Source: an optimization exercise on an open RTL-to-GDS flow (aim: small area and a short achievable clock period). Production flows keep margins and buffers that such runs may drop. Only simulation tests tie the RTL to the original design; equivalence was not proved. No activity file was given, so power comes from the tool's default toggle rates.

Setup of run 1:
Design bbox_top, start of the top module:
module bbox_top (
    input  logic         clk,
    input  logic         reset,
    input  logic         halt,
    input  logic [288:0] tri_in,
    input  logic [47:0]  screen,
    input  logic [3:0]   msaa,
    output logic [384:0] box_out
);
    logic [288:1] s1_pay;
    logic         s1_valid;
    logic [47:0]  s1_scr;
    logic [2:0]   s1_mask;
    logic [288:1] s2_pay;
    logic         s2_valid;
    logic [47:0]  s2_scr;
    logic [2:0]   s2_mask;
    logic [2:0]   s2_ordx, s2_ordy;
    logic         s2_clx, s2_cly;
    logic [2:0]   ordx, ordy;
    logic         clx, cly, off_screen;
    logic [95:0]  box;
    function automatic logic [2:0] frac_mask(input logic [3:0] code);
        case (code)
            4'b1000: frac_mask = 3'b000;
            4'b0100: frac_mask = 3'b100;
            4'b0010: frac_mask = 3'b110;
            default: frac_mask = 3'b111;
        endcase
    endfunction
    always_ff @(posedge clk) begin
        if (reset) begin
            s1_valid <= 1'b0;
        end else if (!halt) begin
            s1_valid <= tri_in[0];
        end
  ...
For scale: roughly 2000 cells after synthesis, roughly 730 I/O pins.
Settings: LEC_CHECK=0, CAP_MARGIN=20, CORE_MARGIN=2, CORE_UTILIZATION=65, CTS_CLUSTER_DIAMETER=100, CTS_CLUSTER_SIZE=30, PLACE_DENSITY=0.75, SLEW_MARGIN=20; clock period 9.0 ns.
standard.sh (not shown) runs the stock make flow with config.mk's settings and CLKGATE_MAP_FILE= SYNTH_SCRIPT=/design/flow/synth_recipe.tcl, a recipe that flattens the netlist after the stock synthesis.
==> flow/flow/run.sh <==
#!/bin/bash
# Standard ORFS layout (standard.sh, unchanged synthesis) with small port
# buffers and, after global placement (flow/post_gp.tcl), a balanced buffer
# tree for the flip-flop enables and the output port buffers moved next to
# the flip-flops that drive them. repair_timing gets a tighter setup target.
# The clock period and constraints stay the design's.
set -euo pipefail
bash standard.sh \
  BUFFER_PORTS_ARGS="-buffer_cell sky130_fd_sc_hd__buf_1" \
  POST_GLOBAL_PLACE_TCL="$(pwd)/flow/post_gp.tcl" \
  SETUP_SLACK_MARGIN=5.0 TNS_END_PERCENT=10 \
  finish > orfs_make.log 2>&1
==> flow/flow/out_bufs.tcl <==
# Output port buffers: each moves next to the cell that drives it and
# becomes a stronger buffer, so the weak flip-flop output sees a short wire
# and the buffer drives the long wire to the pin. Detailed placement
# legalizes the moved buffers afterwards.
proc ob_fix {cell} {
  set block [ord::get_db_block]
  set master [[ord::get_db] findMaster $cell]
  set moved 0
  foreach bt [$block getBTerms] {
    if {[$bt getIoType] ne "OUTPUT"} { continue }
    set net [$bt getNet]
    if {$net eq "NULL"} { continue }
    set buf ""
    foreach it [$net getITerms] { if {[$it isOutputSignal]} { set buf [$it getInst] } }
    if {$buf eq "" || ![regexp {^output[0-9]+$} [$buf getName]]} { continue }
    set in ""
    foreach it [$buf getITerms] { if {[$it isInputSignal]} { set in $it } }
    set drv ""
    foreach it [[$in getNet] getITerms] { if {[$it isOutputSignal]} { set drv [$it getInst] } }
    if {$drv eq ""} { continue }
    set loc [$drv getLocation]
    $buf swapMaster $master
    $buf setLocation [lindex $loc 0] [lindex $loc 1]
    $buf setPlacementStatus PLACED
    incr moved
  }
  puts "out_bufs: moved $moved output buffers next to their drivers as $cell"
}
==> flow/flow/post_gp.tcl <==
# POST_GLOBAL_PLACE hook: a balanced buffer tree for the flip-flop enables,
# and output port buffers moved next to their drivers
source [file join [file dirname [info script]] halt_tree.tcl]
source [file join [file dirname [info script]] out_bufs.tcl]
ht_build DE 24 6 sky130_fd_sc_hd__buf_4 sky130_fd_sc_hd__buf_8
ob_fix sky130_fd_sc_hd__buf_2
Other scripts of this flow, unchanged in this note and not shown: flow/flow/halt_tree.tcl
Input changes introduced in run 2 (baseline for comparison: run 1):
diff --git a/flow/flow/post_gp.tcl b/flow/flow/post_gp.tcl
--- a/flow/flow/post_gp.tcl
+++ b/flow/flow/post_gp.tcl
@@ -4,3 +4,3 @@
 source [file join [file dirname [info script]] out_bufs.tcl]
-ht_build DE 24 6 sky130_fd_sc_hd__buf_4 sky130_fd_sc_hd__buf_8
+ht_build DE 16 6 sky130_fd_sc_hd__buf_4 sky130_fd_sc_hd__buf_8
 ob_fix sky130_fd_sc_hd__buf_2
diff --git a/flow/config.mk b/flow/config.mk
--- a/flow/config.mk
+++ b/flow/config.mk
@@ -9,6 +9,5 @@
 export CORE_MARGIN = 2
-export CORE_UTILIZATION = 65
+export CORE_UTILIZATION = 60
 export CTS_CLUSTER_DIAMETER = 100
 export CTS_CLUSTER_SIZE = 30
-export PLACE_DENSITY = 0.75
 export SLEW_MARGIN = 20
### Flow results
Between run 2 and run 1, the ratio of total power to cell area does not differ in any meaningful way.
On run 2: hold slack is 5.3 ps higher than what run 1 gave.
On sequential power, run 1 tracks run 2 almost exactly.
Diode insertion count for antenna repair came out lower on run 2 than on run 1.
Shortest clock period the worst path allows after layout came out lower on run 2 than on run 1.
Run 2 reports its source of the critical timing path as u_out.q_lly[8] while run 1 reports u_out.q_pay[203].
In run 2 relative to run 1, core footprint had gone up by a little under 10%.
Run 2 vs. run 1: proportion of layout cells with a drive suffix above 1 went up by 0.81 points.
Row total non-filler cell area in the finished layout: run 2 higher / run 1 lower
Between run 2 and run 1, it is run 2 whose cell count is higher, by 94.
[inputs] run 3 vs run 2
diff --git a/flow/flow/out_bufs.tcl b/flow/flow/out_bufs.tcl
--- a/flow/flow/out_bufs.tcl
+++ b/flow/flow/out_bufs.tcl
@@ -1,8 +1,12 @@
-# Output port buffers: each moves next to the cell that drives it and
-# becomes a stronger buffer, so the weak flip-flop output sees a short wire
-# and the buffer drives the long wire to the pin. Detailed placement
-# legalizes the moved buffers afterwards.
-proc ob_fix {cell} {
+# Output port buffers: each moves next to the cell that drives it, so the
+# weak flip-flop output sees a short wire and the buffer drives the wire to
+# the pin: the small cell for a pin within near_um of its driver, the
+# strong cell for the rest. Detailed placement legalizes the moved buffers
+# afterwards.
+proc ob_fix {cell {small_cell ""} {near_um 0}} {
   set block [ord::get_db_block]
   set master [[ord::get_db] findMaster $cell]
+  set small [expr {$small_cell eq "" ? $master : [[ord::get_db] findMaster $small_cell]}]
+  set near [expr {$near_um * [$block getDbUnitsPerMicron]}]
+  set nsmall 0
   set moved 0
@@ -21,3 +25,11 @@
     set loc [$drv getLocation]
-    $buf swapMaster $master
+    set bb [$bt getBBox]
+    set dist [expr {abs(([$bb xMin] + [$bb xMax]) / 2 - [lindex $loc 0])
+                    + abs(([$bb yMin] + [$bb yMax]) / 2 - [lindex $loc 1])}]
+    if {$dist < $near} {
+      $buf swapMaster $small
+      incr nsmall
+    } else {
+      $buf swapMaster $master
+    }
     $buf setLocation [lindex $loc 0] [lindex $loc 1]
@@ -26,3 +38,3 @@
   }
-  puts "out_bufs: moved $moved output buffers next to their drivers as $cell"
+  puts "out_bufs: moved $moved output buffers next to their drivers, $nsmall of them as the small cell"
 }
diff --git a/flow/flow/post_gp.tcl b/flow/flow/post_gp.tcl
--- a/flow/flow/post_gp.tcl
+++ b/flow/flow/post_gp.tcl
@@ -4,3 +4,3 @@
 source [file join [file dirname [info script]] out_bufs.tcl]
-ht_build DE 16 6 sky130_fd_sc_hd__buf_4 sky130_fd_sc_hd__buf_8
-ob_fix sky130_fd_sc_hd__buf_2
+ht_build DE 24 6 sky130_fd_sc_hd__buf_4 sky130_fd_sc_hd__buf_8
+ob_fix sky130_fd_sc_hd__buf_2 sky130_fd_sc_hd__buf_1 40
diff --git a/flow/config.mk b/flow/config.mk
--- a/flow/config.mk
+++ b/flow/config.mk
@@ -9,5 +9,6 @@
 export CORE_MARGIN = 2
-export CORE_UTILIZATION = 60
+export CORE_UTILIZATION = 65
 export CTS_CLUSTER_DIAMETER = 100
 export CTS_CLUSTER_SIZE = 30
+export PLACE_DENSITY = 0.75
 export SLEW_MARGIN = 20
Notes after the runs:
- Comparing run 2 and run 3, the higher layout overhead on the synthesized area was measured on run 2.
- Est. power | run 3 vs run 2 | run 3 lower
- Sort run 2 and run 3 by global-route usage desc -> top: run 3
- Across run 2 and run 3, none had a timing, DRC or antenna violation.
- Run 3 vs run 2, capturing element of the worst setup path: box_out[299] vs box_out[57]
- Number of fill cells in the layout (run 3 vs. run 2) decreases by more than 10%
- Compared with run 2, run 3 shows amount of wire on met3 after detailed routing lower by 0.76%.
- Against run 2, wire length in run 3 rose slightly.
### run 3 -> run 4
==> flow/flow/out_bufs.tcl <==
# Output port buffers: each moves next to the cell that drives it and
# becomes a stronger buffer, so the weak flip-flop output sees a short wire
# and the buffer drives the long wire to the pin. Detailed placement
# legalizes the moved buffers afterwards.
proc ob_fix {cell} {
  set block [ord::get_db_block]
  set master [[ord::get_db] findMaster $cell]
  set moved 0
  foreach bt [$block getBTerms] {
    if {[$bt getIoType] ne "OUTPUT"} { continue }
    set net [$bt getNet]
    if {$net eq "NULL"} { continue }
    set buf ""
    foreach it [$net getITerms] { if {[$it isOutputSignal]} { set buf [$it getInst] } }
    if {$buf eq "" || ![regexp {^output[0-9]+$} [$buf getName]]} { continue }
    set in ""
    foreach it [$buf getITerms] { if {[$it isInputSignal]} { set in $it } }
    set drv ""
    foreach it [[$in getNet] getITerms] { if {[$it isOutputSignal]} { set drv [$it getInst] } }
    if {$drv eq ""} { continue }
    set loc [$drv getLocation]
    $buf swapMaster $master
    $buf setLocation [lindex $loc 0] [lindex $loc 1]
    $buf setPlacementStatus PLACED
    incr moved
  }
  puts "out_bufs: moved $moved output buffers next to their drivers as $cell"
}
==> flow/flow/post_gp.tcl <==
# POST_GLOBAL_PLACE hook: a balanced buffer tree for the flip-flop enables,
# and output port buffers moved next to their drivers
source [file join [file dirname [info script]] halt_tree.tcl]
source [file join [file dirname [info script]] out_bufs.tcl]
ht_build DE 16 6 sky130_fd_sc_hd__buf_4 sky130_fd_sc_hd__buf_8
ob_fix sky130_fd_sc_hd__buf_2
### Flow results
Run 4: all stages complete, timing, DRC and antenna checks passed
On share of final-layout standard cells stronger than drive strength 1: run 4 sits above run 3.
Number of vias in the routed layout was higher in run 4 than in run 3.
On relative contribution of the clock network to total power, run 4 and run 3 are basically level.
Sort run 4 and run 3 by final cell count desc -> top: run 4
In run 4 the post-placement cell count turned out 25 higher than in run 3.
Comparing run 4 and run 3, the higher non-clock buffer count is on run 4.
Looking at utilization of the core after routing, run 4 sits 0.78 points higher than run 3 does.
Wire: run 4 routes more than run 3

what the ideal ports hide:
The flow's constraints put no driver on any port. The routed layouts listed below were extracted and timed again, unchanged, in two steps.
Step 1 sets driving cells, clkbuf_16 on the clock port and buf_2 on the other inputs (assumed; they add their load-dependent delay and slew).
Step 2 times the ports against the registers' clock, not the clock port: input delays grow and output delays shrink by t, the midpoint of the rising clock arrivals with the driver on.
Slacks: ideal ports / drivers / drivers and shift; pairs: ideal ports / drivers.
run | t, ns | setup slack, ns | hold WS [ns]
run 1 | 0.673 | 5.979 / 5.915 / 5.525 | 0.415 / 0.415 / 0.415
run 2 | 0.680 | 5.983 / 5.917 / 5.656 | 0.420 / 0.420 / 0.420
run 3 | 0.676 | 5.969 / 5.906 / 5.576 | 0.419 / 0.419 / 0.419
run 4 | 0.673 | 5.988 / 5.924 / 5.643 | 0.423 / 0.423 / 0.423
After both steps every run listed still meets setup and hold. The setup slack of run 1, which loses most, moves by -0.064 ns with the drivers and by -0.454 ns with both steps.
